What follows belongs to an exercise in optimizing a design on an open flow for small area and few clock cycles per item; a production flow would make more cautious choices.
At most, simulation tests tie the RTL to the original design; equivalence was not proved.
For runs 2 and 3, only the layout was checked, not whether the RTL still works.

==> flow/design.v (outline; a module is shown in full before it is edited, if it fits) <==
// module mac_prime2r: 812 lines
// module mac_benc: 10 lines
// module mac_xfer: 8 lines
// module mac_nmaj: 8 lines
// module mac_nand2: 7 lines
// module mac_o22ai: 9 lines
// module mac_fa: 10 lines
// module mac_ha: 9 lines
// module mac_xnor: 7 lines
// module mac_or: 7 lines
// module mac_mux2: 8 lines
module mac_prime2r #(
  parameter int MAX_TERMS = 1024,
  parameter int CNT_W     = 11
) (
  input  logic         clk,
  input  logic         rst_n,
  input  logic         in_valid,
  output logic         in_ready,
  input  logic         in_last,
  input  logic [23:0]  a,
  input  logic [23:0]  b,
  output logic         out_valid,
  input  logic         out_ready,
  output logic [69:0]  c,
  output logic         err
);
  // ...
==> flow/flow/run.sh <==
#!/bin/bash
# Own layout flow: the standard flow (standard.sh), with the standard
# synthesis unchanged, then the layout steps with a few extra ORFS settings
# read from flow/knobs.txt (one VAR=value per line):
#  - port buffers are plain buffers instead of the default delay-cell choice,
#  - optional extra repair/recovery settings.
# Each step's full output goes to its own log file in this folder.
set -euo pipefail
here=$(pwd)
knobs=()
if [[ -f flow/knobs.txt ]]; then
  while IFS= read -r line; do
    [[ -z "$line" || "$line" == \#* ]] && continue
    knobs+=("$line")
  done < flow/knobs.txt
fi
bash standard.sh synth > "$here/flow_synth.log" 2>&1
bash standard.sh "${knobs[@]}" finish > "$here/flow_layout.log" 2>&1
test -s out/final.def
==> flow/flow/knobs.txt <==
BUFFER_PORTS_ARGS=-buffer_cell sky130_fd_sc_hd__buf_1
==> flow/standard.sh <==
#!/bin/bash
# synth_recipe.tcl (not shown) runs the flow's synth.tcl, then flattens the netlist and writes it again
# the make line also repeats each setting of config.mk as NAME=value (left out here)
make -C /OpenROAD-flow-scripts/flow DESIGN_CONFIG=/design/flow/config.mk WORK_HOME=/design/flow/orfs CLKGATE_MAP_FILE= SYNTH_SCRIPT=/design/flow/synth_recipe.tcl "${@:-finish}"
==> flow/config.mk <==
export PLATFORM = sky130hd
export DESIGN_NAME = mac_prime2r
export DESIGN_NICKNAME = mac_prime2r
export VERILOG_FILES = /design/flow/design.v
export SDC_FILE = /design/flow/constraint.sdc
export NUM_CORES = 4
export LEC_CHECK = 0
export CAP_MARGIN = 0
export CORE_MARGIN = 2
export CORE_UTILIZATION = 40
export CTS_BUF_LIST = sky130_fd_sc_hd__clkbuf_4 sky130_fd_sc_hd__clkbuf_8
export GPL_TIMING_DRIVEN = 0
export SLEW_MARGIN = 0
export SYNTH_HIERARCHICAL = 1
==> flow/constraint.sdc <==
create_clock -name core_clock -period 8.0 [get_ports {clk}]
set_input_delay 1.6000 -clock core_clock [delete_from_list [all_inputs] [get_ports {clk}]]
set_output_delay 1.6000 -clock core_clock [all_outputs]
set_load 0.01 [all_outputs]
==> impl_metrics.csv, run 1 <==
group,metric,value,unit
hold_path,hold_class,"flop to flop",
hold_path,hp-start,"err_r",
layout,drive_above_1_share,0.134,
worst_setup_path,critPathKind,"primary input to flop",
layout,syn2layout_area_growth,20.6,%
layout,multi_input_area,15900,µm²
layout,largest_reg_flops,70,
timing,fmax,0.127,GHz
layout,regMostFlops,"acc_r",
layout,comb.multi_input.count,1577,
layout,regArea,1730,µm²
timing,skew,0.0143,ns
worst_setup_path,max_stage_delay,0.61,ns
route,route.met2.wl,28200,µm
outcome,outcome,"finished clean",
layout,seq_cell_count,83,
worst_setup_path,crit_cells,22,
layout,final_cell_mix,"xnor2_1 (341), fa_1 (302), o22ai_1 (271)",
floorplanning,tap_cells,539,
layout,n_all_inverters,54,
synth,yosys_warnings,8,
clock_network,ctsHtreeMaxLevel,3,
synth,synthArstFlopShare,0.157,
floorplanning,fp-row-count,75,
worst_setup_path,critical_path.cell_chain,"buf_2 -> and3b_1 -> a21oi_4 -> o22ai_2 -> xnor2_1 -> fa_1 -> fa_1 -> fa_1 -> fa_1 -> fa_1 -> ha_2 -> nor2_1 -> a221o_1 -> a31oi_4 -> a22o_1 -> a21o_4 -> nand4b_1 -> a31oi_4 -> a21o_1 -> o21ai_4 -> buf_12 -> mux2_4",
layout,antenna_cells,0,
layout,n_clock_buffer,9,
synth,synth_fa_ha_area_frac,0.415,
synth,syn_inst,1706,
worst_setup_path,timing.critical_path.buf_inv,2,
synth,netlist_top_cells_count,"xnor2_1 (353), fa_1 (302), o22ai_1 (277)",
hold_path,min_to,"err_r",
layout,nonClkBufAreaFrac,0.0892,
worst_setup_path,path_delay_family,"adder cells",
global_route,grt_overflow,0,
synth,ys_seq_elements,83,
layout,buffers,226,
synth,synth-simple-area-share,0.108,
clock_network,numCtsBuffers,9,
clock_network,cts_buffer_depth,2,
placed_design,gp_congestion,0.920,
worst_setup_path,crit_end,"acc_r[61]",
Testbench counts, summed over its fixed seeds: cycles 31,914, items 31,906.
==> inputs of run 2 (changes only) <==
--- a/flow/design.v
+++ b/flow/design.v
@@ -535,241 +535,194 @@
   mac_ha u_cpa40 (.x(nx[40]), .y(ny[40]), .s(pg[40]), .c(gg[40]));
   mac_ha u_cpa41 (.x(nx[41]), .y(ny[41]), .s(pg[41]), .c(gg[41]));
   mac_ha u_cpa42 (.x(nx[42]), .y(ny[42]), .s(pg[42]), .c(gg[42]));
   mac_ha u_cpa43 (.x(nx[43]), .y(ny[43]), .s(pg[43]), .c(gg[43]));
   mac_ha u_cpa44 (.x(nx[44]), .y(ny[44]), .s(pg[44]), .c(gg[44]));
   mac_ha u_cpa45 (.x(nx[45]), .y(ny[45]), .s(pg[45]), .c(gg[45]));
   mac_ha u_cpa46 (.x(nx[46]), .y(ny[46]), .s(pg[46]), .c(gg[46]));
   mac_ha u_cpa47 (.x(nx[47]), .y(ny[47]), .s(pg[47]), .c(gg[47]));
-  logic [87:0] cg, cp;
+  logic [82:0] cg, cp;
   assign cg[0] = gg[1] | (pg[1] & (gg[0] | pg[0]));
-  assign cp[0] = pg[1] & 1'b0;
-  assign cg[1] = gg[3] | (pg[3] & gg[2]);
-  assign cp[1] = pg[3] & pg[2];
-  assign cg[2] = gg[5] | (pg[5] & gg[4]);
-  assign cp[2] = pg[5] & pg[4];
-  assign cg[3] = gg[7] | (pg[7] & gg[6]);
-  assign cp[3] = pg[7] & pg[6];
-  assign cg[4] = gg[9] | (pg[9] & gg[8]);
-  assign cp[4] = pg[9] & pg[8];
-  assign cg[5] = gg[11] | (pg[11] & gg[10]);
-  assign cp[5] = pg[11] & pg[10];
-  assign cg[6] = gg[13] | (pg[13] & gg[12]);
-  assign cp[6] = pg[13] & pg[12];
-  assign cg[7] = gg[15] | (pg[15] & gg[14]);
-  assign cp[7] = pg[15] & pg[14];
-  assign cg[8] = gg[17] | (pg[17] & gg[16]);
-  assign cp[8] = pg[17] & pg[16];
-  assign cg[9] = gg[19] | (pg[19] & gg[18]);
-  assign cp[9] = pg[19] & pg[18];
-  assign cg[10] = gg[21] | (pg[21] & gg[20]);
-  assign cp[10] = pg[21] & pg[20];
-  assign cg[11] = gg[23] | (pg[23] & gg[22]);
-  assign cp[11] = pg[23] & pg[22];
-  assign cg[12] = gg[25] | (pg[25] & gg[24]);
-  assign cp[12] = pg[25] & pg[24];
-  assign cg[13] = gg[27] | (pg[27] & gg[26]);
-  assign cp[13] = pg[27] & pg[26];
-  assign cg[14] = gg[29] | (pg[29] & gg[28]);
-  assign cp[14] = pg[29] & pg[28];
-  assign cg[15] = gg[31] | (pg[31] & gg[30]);
-  assign cp[15] = pg[31] & pg[30];
-  assign cg[16] = gg[33] | (pg[33] & gg[32]);
-  assign cp[16] = pg[33] & pg[32];
-  assign cg[17] = gg[35] | (pg[35] & gg[34]);
-  assign cp[17] = pg[35] & pg[34];
-  assign cg[18] = gg[37] | (pg[37] & gg[36]);
-  assign cp[18] = pg[37] & pg[36];
-  assign cg[19] = gg[39] | (pg[39] & gg[38]);
-  assign cp[19] = pg[39] & pg[38];
-  assign cg[20] = gg[41] | (pg[41] & gg[40]);
-  assign cp[20] = pg[41] & pg[40];
-  assign cg[21] = gg[43] | (pg[43] & gg[42]);
-  assign cp[21] = pg[43] & pg[42];
-  assign cg[22] = gg[45] | (pg[45] & gg[44]);
-  assign cp[22] = pg[45] & pg[44];
-  assign cg[23] = gg[47] | (pg[47] & gg[46]);
-  assign cp[23] = pg[47] & pg[46];
-  assign cg[24] = cg[1] | (cp[1] & cg[0]);
-  assign cp[24] = cp[1] & cp[0];
-  assign cg[25] = cg[3] | (cp[3] & cg[2]);
-  assign cp[25] = cp[3] & cp[2];
-  assign cg[26] = cg[5] | (cp[5] & cg[4]);
-  assign cp[26] = cp[5] & cp[4];
-  assign cg[27] = cg[7] | (cp[7] & cg[6]);
-  assign cp[27] = cp[7] & cp[6];
-  assign cg[28] = cg[9] | (cp[9] & cg[8]);
-  assign cp[28] = cp[9] & cp[8];
-  assign cg[29] = cg[11] | (cp[11] & cg[10]);
-  assign cp[29] = cp[11] & cp[10];
-  assign cg[30] = cg[13] | (cp[13] & cg[12]);
-  assign cp[30] = cp[13] & cp[12];
-  assign cg[31] = cg[15] | (cp[15] & cg[14]);
-  assign cp[31] = cp[15] & cp[14];
-  assign cg[32] = cg[17] | (cp[17] & cg[16]);
-  assign cp[32] = cp[17] & cp[16];
-  assign cg[33] = cg[19] | (cp[19] & cg[18]);
-  assign cp[33] = cp[19] & cp[18];
-  assign cg[34] = cg[21] | (cp[21] & cg[20]);
-  assign cp[34] = cp[21] & cp[20];
-  assign cg[35] = cg[23] | (cp[23] & cg[22]);
-  assign cp[35] = cp[23] & cp[22];
-  assign cg[36] = cg[25] | (cp[25] & cg[24]);
-  assign cp[36] = cp[25] & cp[24];
-  assign cg[37] = cg[27] | (cp[27] & cg[26]);
-  assign cp[37] = cp[27] & cp[26];
-  assign cg[38] = cg[29] | (cp[29] & cg[28]);
-  assign cp[38] = cp[29] & cp[28];
-  assign cg[39] = cg[31] | (cp[31] & cg[30]);
-  assign cp[39] = cp[31] & cp[30];
-  assign cg[40] = cg[33] | (cp[33] & cg[32]);
-  assign cp[40] = cp[33] & cp[32];
-  assign cg[41] = cg[35] | (cp[35] & cg[34]);
-  assign cp[41] = cp[35] & cp[34];
-  assign cg[42] = cg[37] | (cp[37] & cg[36]);
-  assign cp[42] = cp[37] & cp[36];
-  assign cg[43] = cg[39] | (cp[39] & cg[38]);
-  assign cp[43] = cp[39] & cp[38];
-  assign cg[44] = cg[41] | (cp[41] & cg[40]);
-  assign cp[44] = cp[41] & cp[40];
-  assign cg[45] = cg[43] | (cp[43] & cg[42]);
-  assign cp[45] = cp[43] & cp[42];
-  assign cg[46] = cg[44] | (cp[44] & cg[45]);
-  assign cp[46] = cp[44] & cp[45];
-  assign cg[47] = cg[38] | (cp[38] & cg[42]);
-  assign cp[47] = cp[38] & cp[42];
-  assign cg[48] = cg[40] | (cp[40] & cg[45]);
-  assign cp[48] = cp[40] & cp[45];
-  assign cg[49] = cg[26] | (cp[26] & cg[36]);
-  assign cp[49] = cp[26] & cp[36];
-  assign cg[50] = cg[28] | (cp[28] & cg[42]);
-  assign cp[50] = cp[28] & cp[42];
-  assign cg[51] = cg[30] | (cp[30] & cg[47]);
-  assign cp[51] = cp[30] & cp[47];
-  assign cg[52] = cg[32] | (cp[32] & cg[45]);
-  assign cp[52] = cp[32] & cp[45];
-  assign cg[53] = cg[34] | (cp[34] & cg[48]);
-  assign cp[53] = cp[34] & cp[48];
-  assign cg[54] = cg[2] | (cp[2] & cg[24]);
-  assign cp[54] = cp[2] & cp[24];
-  assign cg[55] = cg[4] | (cp[4] & cg[36]);
-  assign cp[55] = cp[4] & cp[36];
-  assign cg[56] = cg[6] | (cp[6] & cg[49]);
-  assign cp[56] = cp[6] & cp[49];
-  assign cg[57] = cg[8] | (cp[8] & cg[42]);
-  assign cp[57] = cp[8] & cp[42];
-  assign cg[58] = cg[10] | (cp[10] & cg[50]);
-  assign cp[58] = cp[10] & cp[50];
-  assign cg[59] = cg[12] | (cp[12] & cg[47]);
-  assign cp[59] = cp[12] & cp[47];
-  assign cg[60] = cg[14] | (cp[14] & cg[51]);
-  assign cp[60] = cp[14] & cp[51];
-  assign cg[61] = cg[16] | (cp[16] & cg[45]);
-  assign cp[61] = cp[16] & cp[45];
-  assign cg[62] = cg[18] | (cp[18] & cg[52]);
-  assign cp[62] = cp[18] & cp[52];
-  assign cg[63] = cg[20] | (cp[20] & cg[48]);
-  assign cp[63] = cp[20] & cp[48];
-  assign cg[64] = cg[22] | (cp[22] & cg[53]);
-  assign cp[64] = cp[22] & cp[53];
-  assign cg[65] = gg[2] | (pg[2] & cg[0]);
-  assign cp[65] = pg[2] & cp[0];
-  assign cg[66] = gg[4] | (pg[4] & cg[24]);
-  assign cp[66] = pg[4] & cp[24];
-  assign cg[67] = gg[6] | (pg[6] & cg[54]);
-  assign cp[67] = pg[6] & cp[54];
-  assign cg[68] = gg[8] | (pg[8] & cg[36]);
-  assign cp[68] = pg[8] & cp[36];
-  assign cg[69] = gg[10] | (pg[10] & cg[55]);
-  assign cp[69] = pg[10] & cp[55];
-  assign cg[70] = gg[12] | (pg[12] & cg[49]);
-  assign cp[70] = pg[12] & cp[49];
-  assign cg[71] = gg[14] | (pg[14] & cg[56]);
-  assign cp[71] = pg[14] & cp[56];
-  assign cg[72] = gg[16] | (pg[16] & cg[42]);
-  assign cp[72] = pg[16] & cp[42];
-  assign cg[73] = gg[18] | (pg[18] & cg[57]);
-  assign cp[73] = pg[18] & cp[57];
-  assign cg[74] = gg[20] | (pg[20] & cg[50]);
-  assign cp[74] = pg[20] & cp[50];
-  assign cg[75] = gg[22] | (pg[22] & cg[58]);
-  assign cp[75] = pg[22] & cp[58];
-  assign cg[76] = gg[24] | (pg[24] & cg[47]);
-  assign cp[76] = pg[24] & cp[47];
-  assign cg[77] = gg[26] | (pg[26] & cg[59]);
-  assign cp[77] = pg[26] & cp[59];
-  assign cg[78] = gg[28] | (pg[28] & cg[51]);
-  assign cp[78] = pg[28] & cp[51];
-  assign cg[79] = gg[30] | (pg[30] & cg[60]);
-  assign cp[79] = pg[30] & cp[60];
-  assign cg[80] = gg[32] | (pg[32] & cg[45]);
-  assign cp[80] = pg[32] & cp[45];
-  assign cg[81] = gg[34] | (pg[34] & cg[61]);
-  assign cp[81] = pg[34] & cp[61];
-  assign cg[82] = gg[36] | (pg[36] & cg[52]);
-  assign cp[82] = pg[36] & cp[52];
-  assign cg[83] = gg[38] | (pg[38] & cg[62]);
-  assign cp[83] = pg[38] & cp[62];
-  assign cg[84] = gg[40] | (pg[40] & cg[48]);
-  assign cp[84] = pg[40] & cp[48];
-  assign cg[85] = gg[42] | (pg[42] & cg[63]);
-  assign cp[85] = pg[42] & cp[63];
-  assign cg[86] = gg[44] | (pg[44] & cg[53]);
-  assign cp[86] = pg[44] & cp[53];
-  assign cg[87] = gg[46] | (pg[46] & cg[64]);
-  assign cp[87] = pg[46] & cp[64];
+  mac_ao21 u_pg1 (.a(gg[2]), .b(pg[2]), .c(cg[0]), .y(cg[1]));
+  mac_and2 u_pp1 (.x(pg[2]), .y(cp[0]), .z(cp[1]));
+  mac_ao21 u_pg2 (.a(gg[3]), .b(pg[3]), .c(cg[1]), .y(cg[2]));
+  mac_and2 u_pp2 (.x(pg[3]), .y(cp[1]), .z(cp[2]));
+  mac_ao21 u_pg3 (.a(gg[5]), .b(pg[5]), .c(gg[4]), .y(cg[3]));
+  mac_and2 u_pp3 (.x(pg[5]), .y(pg[4]), .z(cp[3]));
+  mac_ao21 u_pg4 (.a(gg[47]), .b(pg[47]), .c(gg[46]), .y(cg[4]));
+  mac_and2 u_pp4 (.x(pg[47]), .y(pg[46]), .z(cp[4]));
+  mac_ao21 u_pg5 (.a(cg[3]), .b(cp[3]), .c(cg[2]), .y(cg[5]));
+  mac_and2 u_pp5 (.x(cp[3]), .y(cp[2]), .z(cp[5]));
+  mac_ao21 u_pg6 (.a(gg[7]), .b(pg[7]), .c(gg[6]), .y(cg[6]));
+  mac_and2 u_pp6 (.x(pg[7]), .y(pg[6]), .z(cp[6]));
+  mac_ao21 u_pg7 (.a(gg[9]), .b(pg[9]), .c(gg[8]), .y(cg[7]));
+  mac_and2 u_pp7 (.x(pg[9]), .y(pg[8]), .z(cp[7]));
+  mac_ao21 u_pg8 (.a(gg[45]), .b(pg[45]), .c(gg[44]), .y(cg[8]));
+  mac_and2 u_pp8 (.x(pg[45]), .y(pg[44]), .z(cp[8]));
+  mac_ao21 u_pg9 (.a(cg[6]), .b(cp[6]), .c(cg[5]), .y(cg[9]));
+  mac_and2 u_pp9 (.x(cp[6]), .y(cp[5]), .z(cp[9]));
+  mac_ao21 u_pg10 (.a(cg[8]), .b(cp[8]), .c(gg[43]), .y(cg[10]));
+  mac_and2 u_pp10 (.x(cp[8]), .y(pg[43]), .z(cp[10]));
+  mac_ao21 u_pg11 (.a(gg[10]), .b(pg[10]), .c(cg[7]), .y(cg[11]));
+  mac_and2 u_pp11 (.x(pg[10]), .y(cp[7]), .z(cp[11]));
+  mac_ao21 u_pg12 (.a(gg[42]), .b(pg[42]), .c(gg[41]), .y(cg[12]));
+  mac_and2 u_pp12 (.x(pg[42]), .y(pg[41]), .z(cp[12]));
+  mac_ao21 u_pg13 (.a(gg[12]), .b(pg[12]), .c(gg[11]), .y(cg[13]));
+  mac_and2 u_pp13 (.x(pg[12]), .y(pg[11]), .z(cp[13]));
+  mac_ao21 u_pg14 (.a(gg[14]), .b(pg[14]), .c(gg[13]), .y(cg[14]));
+  mac_and2 u_pp14 (.x(pg[14]), .y(pg[13]), .z(cp[14]));
+  mac_ao21 u_pg15 (.a(gg[40]), .b(pg[40]), .c(gg[39]), .y(cg[15]));
+  mac_and2 u_pp15 (.x(pg[40]), .y(pg[39]), .z(cp[15]));
+  mac_ao21 u_pg16 (.a(cg[4]), .b(cp[4]), .c(cg[10]), .y(cg[16]));
+  mac_and2 u_pp16 (.x(cp[4]), .y(cp[10]), .z(cp[16]));
+  mac_ao21 u_pg17 (.a(cg[11]), .b(cp[11]), .c(cg[9]), .y(cg[17]));
+  mac_and2 u_pp17 (.x(cp[11]), .y(cp[9]), .z(cp[17]));
+  mac_ao21 u_pg18 (.a(cg[14]), .b(cp[14]), .c(cg[13]), .y(cg[18]));
+  mac_and2 u_pp18 (.x(cp[14]), .y(cp[13]), .z(cp[18]));
+  mac_ao21 u_pg19 (.a(cg[15]), .b(cp[15]), .c(gg[38]), .y(cg[19]));
+  mac_and2 u_pp19 (.x(cp[15]), .y(pg[38]), .z(cp[19]));
+  mac_ao21 u_pg20 (.a(gg[16]), .b(pg[16]), .c(gg[15]), .y(cg[20]));
+  mac_and2 u_pp20 (.x(pg[16]), .y(pg[15]), .z(cp[20]));
+  mac_ao21 u_pg21 (.a(gg[37]), .b(pg[37]), .c(gg[36]), .y(cg[21]));
+  mac_and2 u_pp21 (.x(pg[37]), .y(pg[36]), .z(cp[21]));
+  mac_ao21 u_pg22 (.a(cg[16]), .b(cp[16]), .c(cg[12]), .y(cg[22]));
+  mac_and2 u_pp22 (.x(cp[16]), .y(cp[12]), .z(cp[22]));
+  mac_ao21 u_pg23 (.a(gg[18]), .b(pg[18]), .c(gg[17]), .y(cg[23]));
+  mac_and2 u_pp23 (.x(pg[18]), .y(pg[17]), .z(cp[23]));
+  mac_ao21 u_pg24 (.a(gg[20]), .b(pg[20]), .c(gg[19]), .y(cg[24]));
+  mac_and2 u_pp24 (.x(pg[20]), .y(pg[19]), .z(cp[24]));
+  mac_ao21 u_pg25 (.a(gg[22]), .b(pg[22]), .c(gg[21]), .y(cg[25]));
+  mac_and2 u_pp25 (.x(pg[22]), .y(pg[21]), .z(cp[25]));
+  mac_ao21 u_pg26 (.a(gg[24]), .b(pg[24]), .c(gg[23]), .y(cg[26]));
+  mac_and2 u_pp26 (.x(pg[24]), .y(pg[23]), .z(cp[26]));
+  mac_ao21 u_pg27 (.a(gg[32]), .b(pg[32]), .c(gg[31]), .y(cg[27]));
+  mac_and2 u_pp27 (.x(pg[32]), .y(pg[31]), .z(cp[27]));
+  mac_ao21 u_pg28 (.a(gg[34]), .b(pg[34]), .c(gg[33]), .y(cg[28]));
+  mac_and2 u_pp28 (.x(pg[34]), .y(pg[33]), .z(cp[28]));
+  mac_ao21 u_pg29 (.a(cg[18]), .b(cp[18]), .c(cg[17]), .y(cg[29]));
+  mac_and2 u_pp29 (.x(cp[18]), .y(cp[17]), .z(cp[29]));
+  mac_ao21 u_pg30 (.a(gg[30]), .b(pg[30]), .c(gg[29]), .y(cg[30]));
+  mac_and2 u_pp30 (.x(pg[30]), .y(pg[29]), .z(cp[30]));
+  mac_ao21 u_pg31 (.a(cg[21]), .b(cp[21]), .c(gg[35]), .y(cg[31]));
+  mac_and2 u_pp31 (.x(cp[21]), .y(pg[35]), .z(cp[31]));
+  mac_ao21 u_pg32 (.a(cg[22]), .b(cp[22]), .c(cg[19]), .y(cg[32]));
+  mac_and2 u_pp32 (.x(cp[22]), .y(cp[19]), .z(cp[32]));
+  mac_ao21 u_pg33 (.a(cg[23]), .b(cp[23]), .c(cg[20]), .y(cg[33]));
+  mac_and2 u_pp33 (.x(cp[23]), .y(cp[20]), .z(cp[33]));
+  mac_ao21 u_pg34 (.a(cg[25]), .b(cp[25]), .c(cg[24]), .y(cg[34]));
+  mac_and2 u_pp34 (.x(cp[25]), .y(cp[24]), .z(cp[34]));
+  mac_ao21 u_pg35 (.a(gg[25]), .b(pg[25]), .c(cg[26]), .y(cg[35]));
+  mac_and2 u_pp35 (.x(pg[25]), .y(cp[26]), .z(cp[35]));
+  mac_ao21 u_pg36 (.a(gg[28]), .b(pg[28]), .c(gg[27]), .y(cg[36]));
+  mac_and2 u_pp36 (.x(pg[28]), .y(pg[27]), .z(cp[36]));
+  mac_ao21 u_pg37 (.a(cg[28]), .b(cp[28]), .c(cg[27]), .y(cg[37]));
+  mac_and2 u_pp37 (.x(cp[28]), .y(cp[27]), .z(cp[37]));
+  mac_ao21 u_pg38 (.a(cg[32]), .b(cp[32]), .c(cg[31]), .y(cg[38]));
+  mac_and2 u_pp38 (.x(cp[32]), .y(cp[31]), .z(cp[38]));
+  mac_ao21 u_pg39 (.a(cg[33]), .b(cp[33]), .c(cg[29]), .y(cg[39]));
+  mac_and2 u_pp39 (.x(cp[33]), .y(cp[29]), .z(cp[39]));
+  mac_ao21 u_pg40 (.a(cg[35]), .b(cp[35]), .c(cg[34]), .y(cg[40]));
+  mac_and2 u_pp40 (.x(cp[35]), .y(cp[34]), .z(cp[40]));
+  mac_ao21 u_pg41 (.a(cg[36]), .b(cp[36]), .c(gg[26]), .y(cg[41]));
+  mac_and2 u_pp41 (.x(cp[36]), .y(pg[26]), .z(cp[41]));
+  mac_ao21 u_pg42 (.a(cg[37]), .b(cp[37]), .c(cg[30]), .y(cg[42]));
+  mac_and2 u_pp42 (.x(cp[37]), .y(cp[30]), .z(cp[42]));
+  mac_ao21 u_pg43 (.a(cg[40]), .b(cp[40]), .c(cg[39]), .y(cg[43]));
+  mac_and2 u_pp43 (.x(cp[40]), .y(cp[39]), .z(cp[43]));
+  mac_ao21 u_pg44 (.a(cg[42]), .b(cp[42]), .c(cg[41]), .y(cg[44]));
+  mac_and2 u_pp44 (.x(cp[42]), .y(cp[41]), .z(cp[44]));
+  mac_ao21 u_pg45 (.a(cg[44]), .b(cp[44]), .c(cg[43]), .y(cg[45]));
+  mac_and2 u_pp45 (.x(cp[44]), .y(cp[43]), .z(cp[45]));
+  mac_ao21 u_pg46 (.a(cg[38]), .b(cp[38]), .c(cg[45]), .y(cg[46]));
+  mac_and2 u_pp46 (.x(cp[38]), .y(cp[45]), .z(cp[46]));
+  mac_ao21 u_pg47 (.a(gg[4]), .b(pg[4]), .c(cg[2]), .y(cg[47]));
+  mac_ao21 u_pg48 (.a(gg[6]), .b(pg[6]), .c(cg[5]), .y(cg[48]));
+  mac_ao21 u_pg49 (.a(gg[8]), .b(pg[8]), .c(cg[9]), .y(cg[49]));
+  mac_ao21 u_pg50 (.a(cg[7]), .b(cp[7]), .c(cg[9]), .y(cg[50]));
+  mac_ao21 u_pg51 (.a(gg[11]), .b(pg[11]), .c(cg[17]), .y(cg[51]));
+  mac_ao21 u_pg52 (.a(cg[13]), .b(cp[13]), .c(cg[17]), .y(cg[52]));
+  mac_ao21 u_pg53 (.a(gg[13]), .b(pg[13]), .c(cg[52]), .y(cg[53]));
+  mac_ao21 u_pg54 (.a(gg[15]), .b(pg[15]), .c(cg[29]), .y(cg[54]));
+  mac_ao21 u_pg55 (.a(cg[20]), .b(cp[20]), .c(cg[29]), .y(cg[55]));
+  mac_ao21 u_pg56 (.a(gg[17]), .b(pg[17]), .c(cg[55]), .y(cg[56]));
+  mac_ao21 u_pg57 (.a(gg[19]), .b(pg[19]), .c(cg[39]), .y(cg[57]));
+  mac_ao21 u_pg58 (.a(cg[24]), .b(cp[24]), .c(cg[39]), .y(cg[58]));
+  mac_ao21 u_pg59 (.a(gg[21]), .b(pg[21]), .c(cg[58]), .y(cg[59]));
+  mac_ao21 u_pg60 (.a(cg[34]), .b(cp[34]), .c(cg[39]), .y(cg[60]));
+  mac_ao21 u_pg61 (.a(gg[23]), .b(pg[23]), .c(cg[60]), .y(cg[61]));
+  mac_ao21 u_pg62 (.a(cg[26]), .b(cp[26]), .c(cg[60]), .y(cg[62]));
+  mac_ao21 u_pg63 (.a(gg[26]), .b(pg[26]), .c(cg[43]), .y(cg[63]));
+  mac_ao21 u_pg64 (.a(gg[27]), .b(pg[27]), .c(cg[63]), .y(cg[64]));
+  mac_ao21 u_pg65 (.a(cg[41]), .b(cp[41]), .c(cg[43]), .y(cg[65]));
+  mac_ao21 u_pg66 (.a(gg[29]), .b(pg[29]), .c(cg[65]), .y(cg[66]));
+  mac_ao21 u_pg67 (.a(cg[30]), .b(cp[30]), .c(cg[65]), .y(cg[67]));
+  mac_ao21 u_pg68 (.a(gg[31]), .b(pg[31]), .c(cg[67]), .y(cg[68]));
+  mac_ao21 u_pg69 (.a(cg[27]), .b(cp[27]), .c(cg[67]), .y(cg[69]));
+  mac_ao21 u_pg70 (.a(gg[33]), .b(pg[33]), .c(cg[69]), .y(cg[70]));
+  mac_ao21 u_pg71 (.a(gg[35]), .b(pg[35]), .c(cg[45]), .y(cg[71]));
+  mac_ao21 u_pg72 (.a(gg[36]), .b(pg[36]), .c(cg[71]), .y(cg[72]));
+  mac_ao21 u_pg73 (.a(cg[31]), .b(cp[31]), .c(cg[45]), .y(cg[73]));
+  mac_ao21 u_pg74 (.a(gg[38]), .b(pg[38]), .c(cg[73]), .y(cg[74]));
+  mac_ao21 u_pg75 (.a(gg[39]), .b(pg[39]), .c(cg[74]), .y(cg[75]));
+  mac_ao21 u_pg76 (.a(cg[19]), .b(cp[19]), .c(cg[73]), .y(cg[76]));
+  mac_ao21 u_pg77 (.a(gg[41]), .b(pg[41]), .c(cg[76]), .y(cg[77]));
+  mac_ao21 u_pg78 (.a(cg[12]), .b(cp[12]), .c(cg[76]), .y(cg[78]));
+  mac_ao21 u_pg79 (.a(gg[43]), .b(pg[43]), .c(cg[78]), .y(cg[79]));
+  mac_ao21 u_pg80 (.a(gg[44]), .b(pg[44]), .c(cg[79]), .y(cg[80]));
+  mac_ao21 u_pg81 (.a(cg[10]), .b(cp[10]), .c(cg[78]), .y(cg[81]));
+  mac_ao21 u_pg82 (.a(gg[46]), .b(pg[46]), .c(cg[81]), .y(cg[82]));
   assign cy[0] = 1'b1;
   assign cy[1] = (gg[0] | pg[0]);
   assign cy[2] = cg[0];
-  assign cy[3] = cg[65];
-  assign cy[4] = cg[24];
-  assign cy[5] = cg[66];
-  assign cy[6] = cg[54];
-  assign cy[7] = cg[67];
-  assign cy[8] = cg[36];
-  assign cy[9] = cg[68];
-  assign cy[10] = cg[55];
-  assign cy[11] = cg[69];
-  assign cy[12] = cg[49];
-  assign cy[13] = cg[70];
-  assign cy[14] = cg[56];
-  assign cy[15] = cg[71];
-  assign cy[16] = cg[42];
-  assign cy[17] = cg[72];
-  assign cy[18] = cg[57];
-  assign cy[19] = cg[73];
-  assign cy[20] = cg[50];
-  assign cy[21] = cg[74];
-  assign cy[22] = cg[58];
-  assign cy[23] = cg[75];
-  assign cy[24] = cg[47];
-  assign cy[25] = cg[76];
-  assign cy[26] = cg[59];
-  assign cy[27] = cg[77];
-  assign cy[28] = cg[51];
-  assign cy[29] = cg[78];
-  assign cy[30] = cg[60];
-  assign cy[31] = cg[79];
-  assign cy[32] = cg[45];
-  assign cy[33] = cg[80];
-  assign cy[34] = cg[61];
-  assign cy[35] = cg[81];
-  assign cy[36] = cg[52];
-  assign cy[37] = cg[82];
-  assign cy[38] = cg[62];
-  assign cy[39] = cg[83];
-  assign cy[40] = cg[48];
-  assign cy[41] = cg[84];
-  assign cy[42] = cg[63];
-  assign cy[43] = cg[85];
-  assign cy[44] = cg[53];
-  assign cy[45] = cg[86];
-  assign cy[46] = cg[64];
-  assign cy[47] = cg[87];
+  assign cy[3] = cg[1];
+  assign cy[4] = cg[2];
+  assign cy[5] = cg[47];
+  assign cy[6] = cg[5];
+  assign cy[7] = cg[48];
+  assign cy[8] = cg[9];
+  assign cy[9] = cg[49];
+  assign cy[10] = cg[50];
+  assign cy[11] = cg[17];
+  assign cy[12] = cg[51];
+  assign cy[13] = cg[52];
+  assign cy[14] = cg[53];
+  assign cy[15] = cg[29];
+  assign cy[16] = cg[54];
+  assign cy[17] = cg[55];
+  assign cy[18] = cg[56];
+  assign cy[19] = cg[39];
+  assign cy[20] = cg[57];
+  assign cy[21] = cg[58];
+  assign cy[22] = cg[59];
+  assign cy[23] = cg[60];
+  assign cy[24] = cg[61];
+  assign cy[25] = cg[62];
+  assign cy[26] = cg[43];
+  assign cy[27] = cg[63];
+  assign cy[28] = cg[64];
+  assign cy[29] = cg[65];
+  assign cy[30] = cg[66];
+  assign cy[31] = cg[67];
+  assign cy[32] = cg[68];
+  assign cy[33] = cg[69];
+  assign cy[34] = cg[70];
+  assign cy[35] = cg[45];
+  assign cy[36] = cg[71];
+  assign cy[37] = cg[72];
+  assign cy[38] = cg[73];
+  assign cy[39] = cg[74];
+  assign cy[40] = cg[75];
+  assign cy[41] = cg[76];
+  assign cy[42] = cg[77];
+  assign cy[43] = cg[78];
+  assign cy[44] = cg[79];
+  assign cy[45] = cg[80];
+  assign cy[46] = cg[81];
+  assign cy[47] = cg[82];
   assign cy[48] = cg[46];
   assign sum_s[47:0] = ~(pg ^ cy[47:0]);
   logic [1:0] inc_hi;
   for (genvar j = 0; j < 2; j++) begin : g_inc
     mac_nmaj u_maj (.x(fc[255]), .y(fc[301]), .z(cy[48]), .m(inc_hi[j]));
   end
   logic [69:48] x_hi, x_hi_inc;
   assign x_hi = acc_r[69:48] & {22{acc_keep_s}};
@@ -831,16 +784,31 @@
 module mac_nmaj (
   input  logic x,
   input  logic y,
   input  logic z,
   output logic m
 );
   assign m = ~((x & y) | (z & (x | y)));
 endmodule
+module mac_ao21 (
+  input  logic a,
+  input  logic b,
+  input  logic c,
+  output logic y
+);
+  assign y = a | (b & c);
+endmodule
+module mac_and2 (
+  input  logic x,
+  input  logic y,
+  output logic z
+);
+  assign z = x & y;
+endmodule
 module mac_nand2 (
   input  logic x,
   input  logic y,
   output logic z
 );
   assign z = ~(x & y);
 endmodule
 module mac_o22ai (
==> flow/config.mk (replaced) <==
export PLATFORM = sky130hd
export DESIGN_NAME = mac_prime2r
export DESIGN_NICKNAME = mac_prime2r
export VERILOG_FILES = /design/flow/design.v
export SDC_FILE = /design/flow/constraint.sdc
export NUM_CORES = 4
export LEC_CHECK = 0
export CAP_MARGIN = 0
export CORE_MARGIN = 2
export CORE_UTILIZATION = 40
export CTS_BUF_LIST = sky130_fd_sc_hd__clkbuf_4 sky130_fd_sc_hd__clkbuf_8 sky130_fd_sc_hd__clkbuf_16
export GPL_TIMING_DRIVEN = 0
export SLEW_MARGIN = 0
export SYNTH_HIERARCHICAL = 1
==> run 2 against run 1 <==
Net effect: still clean on timing, DRC and antenna; critical path depth is the same; non-clock buffer count fell by 25; flip-flop and latch count did not move; worst hold slack got worse by 0.0056 ns; worst setup slack better by 0.023 ns; count of clock-buffer cells in the layout is the same; critical path type unchanged; critical endpoint is now acc_r[49]; highest routed layer is now met5.
==> impl_metrics.csv, run 2 <==
group,metric,value,unit
floorplanning,fp-row-count,75,
clock_network,cts_buffer_depth,2,
worst_setup_path,startpoint,"out_ready",
layout,largest_reg_flops,70,
timing,hold_viol,0,
worst_setup_path,path_common_cell,"fa_1",
layout,syn2layout_area_growth,18.3,%
clock_network,clock_sinks,83,
worst_setup_path,crit_path_end_kind,"flop",
floorplanning,coreArea,42000,µm²
clock_network,ctsHtreeMaxLevel,3,
timing,fmax,0.127,GHz
worst_setup_path,cpMaxStageDelayCell,"fa_1",
floorplanning,dieArea,44400,µm²
placed_design,hpwl,41700,µm
timing,skew,0.0194,ns
layout,regMostFlops,"acc_r",
timing,setup_viol,0,
synth,avgSynthCellArea,10.2,µm²
route,drc,0,
clock_network,numCtsBuffers,9,
placed_design,gp_congestion,0.952,
synth,ys.flop_type,"dfxtp_1",
synth,seq_area_frac_synth,0.101,
synth,synth_edf_count,0,
layout,fin_util,0.480,
synth,synth_largest_area_cell,"fa_1",
layout,fillCellCount,3906,
clock_network,cts_tree,"done",
synth,synthArstFlopShare,0.157,
layout,drive_above_1_share,0.106,
floorplanning,io_pins,126,
clock_network,hold_buffers,0,
route,viasPerCell,6.04,
worst_setup_path,arrival,8.16,ns
timing,period_needed,7.88,ns
clock_network,insertion_delay,0.40,ns
synth,syn_inst,1676,
route,firstDrtPassIters,9,
floorplanning,die_w,211,µm
layout,nets,2307,
synth,netlist_top_cells_count,"xnor2_1 (399), fa_1 (302), o22ai_1 (276)",
outcome,outcome,"finished clean",
worst_setup_path,crit_fanout,12,
route,wl,58100,µm
synth,yosys_warnings,8,
synth,synth_top_cell_area_share,0.354,
run,drv_cap,0,
clock_network,root_buffer,"clkbuf_16",
global_route,grt_max_degree,33,
timing,min_period_over_period,0.985,
global_route,grt_pass1_vias,15200,
route,avgRoutedWirePerCell,23.8,µm
worst_setup_path,critPathRequiredTime,8.28,ns
global_route,grt_pass1_wl,89400,µm
synth,yosysMostFrequentCell,"xnor2_1",
synth,synth.area.top_cells,"fa_1 (35%), xnor2_1 (20%), o22ai_1 (10%)",
global_route,grt_usage,0.264,
synth,synthesis.area,17100,µm²
layout,reg_top3,"acc_r (70), cnt_r (10)",
worst_setup_path,max_stage_delay,0.52,ns
clock_network,clk_pin_slew_worst_paths,0.08,ns
hold_path,hp-start,"err_r",
worst_setup_path,critPathKind,"primary input to flop",
placed_design,port_buffers,125,
worst_setup_path,r2r-start,"out_valid_r",
timing,relSlewSlack,0.389,
synth,ys_seq_elements,83,
layout,final_cell_mix,"xnor2_1 (387), fa_1 (302), o22ai_1 (274)",
timing,drv_slew,0,
floorplanning,start_util,0.406,
synth,ys_types,45,
global_route,grt_overflow,0,
timing,tightestPinTransition,0.916,ns
timing,hold_slack,0.472,ns
global_route,antenna_found_initial,4,
hold_path,hold_class,"flop to flop",
route,drt_iter0_drc,1391,
route,via_count,14700,
route,postRouteAntennaNets,0,
floorplanning,dieHeight,211,µm
worst_setup_path,critical_path.cell_chain,"buf_2 -> inv_1 -> a21boi_4 -> nand2_1 -> o22ai_1 -> xnor2_1 -> fa_1 -> fa_1 -> fa_1 -> fa_1 -> fa_1 -> ha_1 -> and2_1 -> and2_1 -> and2_1 -> and2_1 -> a21o_2 -> a21o_2 -> a21o_1 -> o21ai_4 -> buf_6 -> mux2_4",
layout,mostFrequentLayoutCell,"xnor2_1",
worst_setup_path,cp-start-kind,"primary input",
## run 2: changes by cell type after synthesis, sizes merged, moves of 17 or more
cell and delta:
a21o +69, and2 +37, ha -23, a21oi -22, xnor2 +46, xor2 -25
inv -30, nor2 -37, nand2 -17
## run 2: worst max-delay path: cells and delay by family
family / cells / cell delay, ns
mux: 1 / 0.31
simple gates: 5 / 1.05
xor+xnor: 1 / 0.17
buf+inv: 3 / 0.54
fa+ha+maj: 6 / 2.79
compound gates: 6 / 1.68
## run 2: cells by family (layout without fill, tap and decap cells)
| family | Yosys count | after routing | synth area share |
|---|---|---|---|
| XOR/XNOR | 410 | 413 | 0.210 |
| AO/OA/AOI/OAI | 392 | 407 | 0.151 |
| AND/OR/NAND/NOR | 365 | 365 | 0.109 |
| adder cells (fa/ha/maj) | 361 | 361 | 0.397 |
| flip-flops | 83 | 83 | 0.101 |
| buffers and inverters | 40 | 241 | 0.00989 |
| multiplexers | 24 | 24 | 0.0207 |
| other | 1 | 5 | 0.000220 |
## run 2: area by class of cell
cell class	count	area (µm²)	share of cell area
Clock buffer	9	225	0.0112
Timing Repair Buffer	186	1420	0.0701
Multi-Input combinational cell	1574	15900	0.787
Buffer	15	81.3	0.00403
Antenna cell	1	2.50	0.000124
Sequential cell	83	1730	0.0856
Clock inverter	7	95.1	0.00471
Inverter	24	90.1	0.00446
Tap cell	539	674	0.0334
## run 2: stage by stage
| stage | area (µm²) | cells | setup TNS (ns) | worst slack [ns] |
|---|---|---|---|---|
| after CTS | 19800 | 2415 | 0 | 0.000399 |
| after global placement | 18300 | 2343 | -147.46 | -3.74 |
| final | 20200 | 2438 | 0 | 0.120 |
| after detailed placement | 18700 | 2359 | -50.77 | -1.86 |
| after floorplan | 17200 | 1679 | -1.65 | -0.0752 |
| after global routing | 20200 | 2438 | -0.0424 | -0.0154 |
## run 2: final timing paths
| kind | end | slack [ns] | cells past startpoint |
|---|---|---|---|
| hold / removal | err_r | 0.47 | 2 |
| min in group asynchronous | cnt_r[9] | 1.22 | 1 |
| setup reg to reg | acc_r[49] | 0.72 | 21 |
| max in group asynchronous | cnt_r[8] | 6.34 | 1 |
| setup / recovery | acc_r[49] | 0.12 | 22 |
| hold reg to reg | err_r | 0.47 | 2 |
## run 2: timing repair
item,4_1_cts,5_1_grt
resized for setup,52,37
gates cloned,17,3
pin swaps,9,8
setup buffers,23,20
endpoints found under the setup margin,37,26
## run 2: routing by layer
| layer | share of wire | global-route usage | wire length [µm] |
|---|---|---|---|
| met4 | 0.045 | 0.116 | 2610 |
| met1 | 0.40 | 0.348 | 23000 |
| met2 | 0.46 | 0.412 | 26600 |
| met3 | 0.10 | 0.0690 | 5850 |
| met5 | 0.00064 | 0 | 37 |
## run 2: Yosys stat by module, one instance, submodules excluded, a selection
module	flip-flops and latches	cell area, µm²
mac_prime2r	83	3850
mac_ao21	0	7.51
mac_fa	0	20.0
mac_ha	0	12.5
mac_or	0	6.26
mac_xfer	0	11.3
mac_nand2	0	3.75
mac_mux2	0	15.0
==> inputs of run 3 (changes only) <==
--- a/flow/config.mk
+++ b/flow/config.mk
@@ -9,4 +9,4 @@
 export CORE_MARGIN = 2
-export CORE_UTILIZATION = 40
-export CTS_BUF_LIST = sky130_fd_sc_hd__clkbuf_4 sky130_fd_sc_hd__clkbuf_8 sky130_fd_sc_hd__clkbuf_16
+export CORE_UTILIZATION = 55
+export CTS_BUF_LIST = sky130_fd_sc_hd__clkbuf_8
 export GPL_TIMING_DRIVEN = 0
==> run 3 against run 2 <==
Net effect: wire length decreased by 1.6%; still clean; largest cell class unchanged; flip-flop and latch count did not move; critical endpoint is now acc_r[47]; cell count shrank 6.4%; worst hold slack improved by 0.0087 ns.
==> impl_metrics.csv, run 3 <==
group,metric,value,unit
global_route,grt_overflow,0,
timing,drv_slew,0,
route,drt_iter0_drc,1546,
synth,synth_edf_count,0,
clock_network,insertion_delay,0.44,ns
global_route,grt_usage,0.348,
outcome,outcome,"finished clean",
floorplanning,dieArea,32500,µm²
timing,relSlewSlack,0.383,
run,drv_cap,0,
placed_design,gp_congestion,0.909,
timing,skew,0.0263,ns
global_route,grt_pass1_wl,87900,µm
placed_design,placed_area,18500,µm²
clock_network,cts_buffer_depth,2,
route,viasPerCell,6.45,
worst_setup_path,critPathRequiredTime,8.33,ns
synth,netlist_top_cells_count,"xnor2_1 (399), fa_1 (302), o22ai_1 (276)",
worst_setup_path,path_delay_family,"adder cells",
clock_network,ctsHtreeMaxLevel,3,
clock_network,clock_sinks,83,
synth,synthesis.area,17100,µm²
timing,tightestPinTransition,0.925,ns
synth,seq_area_frac_synth,0.101,
floorplanning,start_util,0.558,
floorplanning,coreArea,30600,µm²
synth,avgSynthCellArea,10.2,µm²
layout,nets,2294,
worst_setup_path,path_common_cell,"a21o_1",
layout,reg_top3,"acc_r (70), cnt_r (10)",
worst_setup_path,cp-start-kind,"primary input",
placed_design,port_buffers,125,
layout,fillCellCount,2610,
route,avgRoutedWirePerCell,25.1,µm
synth,synth_top_cell_area_share,0.354,
route,via_count,14700,
global_route,grt_max_degree,33,
floorplanning,fp-row-count,64,
clock_network,hold_buffers,0,
clock_network,numCtsBuffers,9,
timing,hold_viol,0,
global_route,antenna_found_initial,2,
layout,fin_util,0.644,
timing,min_period_over_period,0.974,
floorplanning,die_w,180,µm
timing,tns,0,ns
synth,synthArstFlopShare,0.157,
route,wl,57200,µm
worst_setup_path,arrival,8.12,ns
timing,hold_slack,0.481,ns
floorplanning,dieHeight,180,µm
timing,period_needed,7.79,ns
synth,ys.flop_type,"dfxtp_1",
worst_setup_path,crit_path_end_kind,"flop",
clock_network,clk_pin_slew_worst_paths,0.11,ns
clock_network,root_buffer,"clkbuf_8",
hold_path,hold_class,"flop to flop",
worst_setup_path,max_stage_delay,0.56,ns
layout,drive_above_1_share,0.0902,
route,drc,0,
timing,fmax,0.128,GHz
synth,synth.area.top_cells,"fa_1 (35%), xnor2_1 (20%), o22ai_1 (10%)",
floorplanning,io_pins,126,
worst_setup_path,cpMaxStageDelayCell,"fa_1",
synth,synth_largest_area_cell,"fa_1",
clock_network,cts_tree,"done",
placed_design,hpwl,40000,µm
global_route,grt_pass1_vias,15200,
synth,ys_types,45,
layout,final_cell_mix,"xnor2_1 (387), fa_1 (302), o22ai_1 (276)",
timing,rsz0062_at_grt,"false",
layout,largest_reg_flops,70,
route,postRouteAntennaNets,0,
worst_setup_path,crit_fanout,12,
synth,syn_inst,1676,
synth,ys_seq_elements,83,
worst_setup_path,timing.critical_path.buf_inv,2,
worst_setup_path,critPathKind,"primary input to flop",
layout,fin_area,19700,µm²
layout,syn2layout_area_growth,15.4,%
worst_setup_path,critical_path.cell_chain,"clkbuf_2 -> inv_1 -> a21boi_4 -> nand2_1 -> o22ai_1 -> xnor2_1 -> fa_1 -> fa_1 -> fa_1 -> fa_1 -> fa_1 -> ha_1 -> and2_1 -> and2_1 -> and2_1 -> and2_1 -> a21o_1 -> a21o_1 -> a21o_1 -> a21o_1 -> a21o_1 -> a21o_1 -> xnor2_1",
timing,setup_viol,0,
layout,regMostFlops,"acc_r",
synth,yosysMostFrequentCell,"xnor2_1",
layout,mostFrequentLayoutCell,"xnor2_1",
synth,yosys_warnings,8,
route,firstDrtPassIters,6,
==> run 3: cell counts after synthesis <==
Identical to the previous run, type by type.
==> run 3: final timing paths <==
kind	startpoint	to	slack, ns	cells after the start
setup / recovery	out_ready	acc_r[47]	0.21	23
hold / removal	err_r	err_r	0.48	2
setup reg to reg	out_valid_r	acc_r[47]	0.71	21
hold reg to reg	err_r	err_r	0.48	2
max in group asynchronous	rst_n	cnt_r[9]	6.36	1
min in group asynchronous	rst_n	cnt_r[0]	1.19	1
==> run 3: area by class of cell <==
type	instances	area, µm²	share of cell area
multi-input combinational	1574	15800	0.803
sequential	83	1730	0.0877
timing repair buffer	172	1270	0.0646
tap	396	495	0.0251
clock buffer	9	124	0.00629
inverter	24	90.1	0.00457
buffer	16	86.3	0.00438
clock inverter	7	76.3	0.00387
antenna	1	2.50	0.000127
==> run 3: Yosys stat by module (local to each module, per instance), a selection <==
module,cells inside,flip-flops and latches
mac_nand2,1,0
mac_ha,1,0
mac_prime2r,432,83
mac_xnor,1,0
mac_fa,1,0
mac_benc,4,0
mac_and2,1,0
==> run 3: logic make-up after synthesis <==
kind of cell    Yosys count  synth area share
compound gates          392             0.151
xor+xnor                410             0.210
fa+ha+maj               361             0.397
buf+inv                  40           0.00989
flops                    83             0.101
mux                      24            0.0207
other cells               1          0.000220
simple gates            365             0.109
==> run 3: tightest hold or removal path, delay by kind of cell, from the launching register on <==
kind,cells,cell delay [ns]
AO/OA/AOI/OAI,1,0.05
buffers and inverters,1,0.04
flip-flops,1,0.36
==> run 3: routing by layer <==
layer | up-vias | wire length, µm | global-route usage
li1 | 6330 | - | -
met1 | 7366 | 22300 | 0.463
met2 | 832 | 26600 | 0.550
met3 | 194 | 5210 | 0.0663
met4 | 4 | 3030 | 0.167
met5 | - | 20 | 0
==> run 3: stage by stage <==
stage | setup slack, ns | instances
after detailed placement | -1.53 | 2215
final | 0.209 | 2282
after global routing | 0.00549 | 2281
after global placement | -3.47 | 2200
after CTS | 0.00409 | 2254
after floorplan | -0.0752 | 1679
==> run 3: timing repair <==
item,4_1_cts,5_1_grt
pin swaps,4,9
resized for setup,37,25
setup buffers,12,20
cloned,11,7
endpoints found under the setup margin,35,27

-- re-timing with driven ports --
The results above use ideal ports. As a check the final layouts listed here were re-extracted and re-timed, cells and wires unchanged.
Step 1 sets driving cells, clkbuf_16 on the clock port and buf_2 on the other inputs (assumed; they add their load-dependent delay and slew).
Step 2, shift: input delay + t, output delay - t, t = (earliest + latest rising clock arrival at the registers) / 2. This alone moves slack from input paths to output paths.
Slacks: ideal / step 1 / step 2; pairs: ideal / step 1.
run | shift t [ns] | setup WS [ns] | worst setup path at the end | latest minus earliest clock arrival (ns) | worst slew at a driven data input, ns
run 1 | 0.500 | 0.097 / 0.124 / -0.376 | input to register | 0.014 / 0.014 | 0.06
run 2 | 0.454 | 0.120 / 0.146 / -0.308 | input to register | 0.020 / 0.019 | 0.08
run 3 | 0.474 | 0.209 / 0.235 / -0.239 | input to register | 0.026 / 0.026 | 0.07
With both steps, setup timing fails in every run listed, where it was met with ideal ports. For run 1, which loses most, drivers alone change the setup slack by +0.027 ns; drivers and shift together by -0.473 ns.
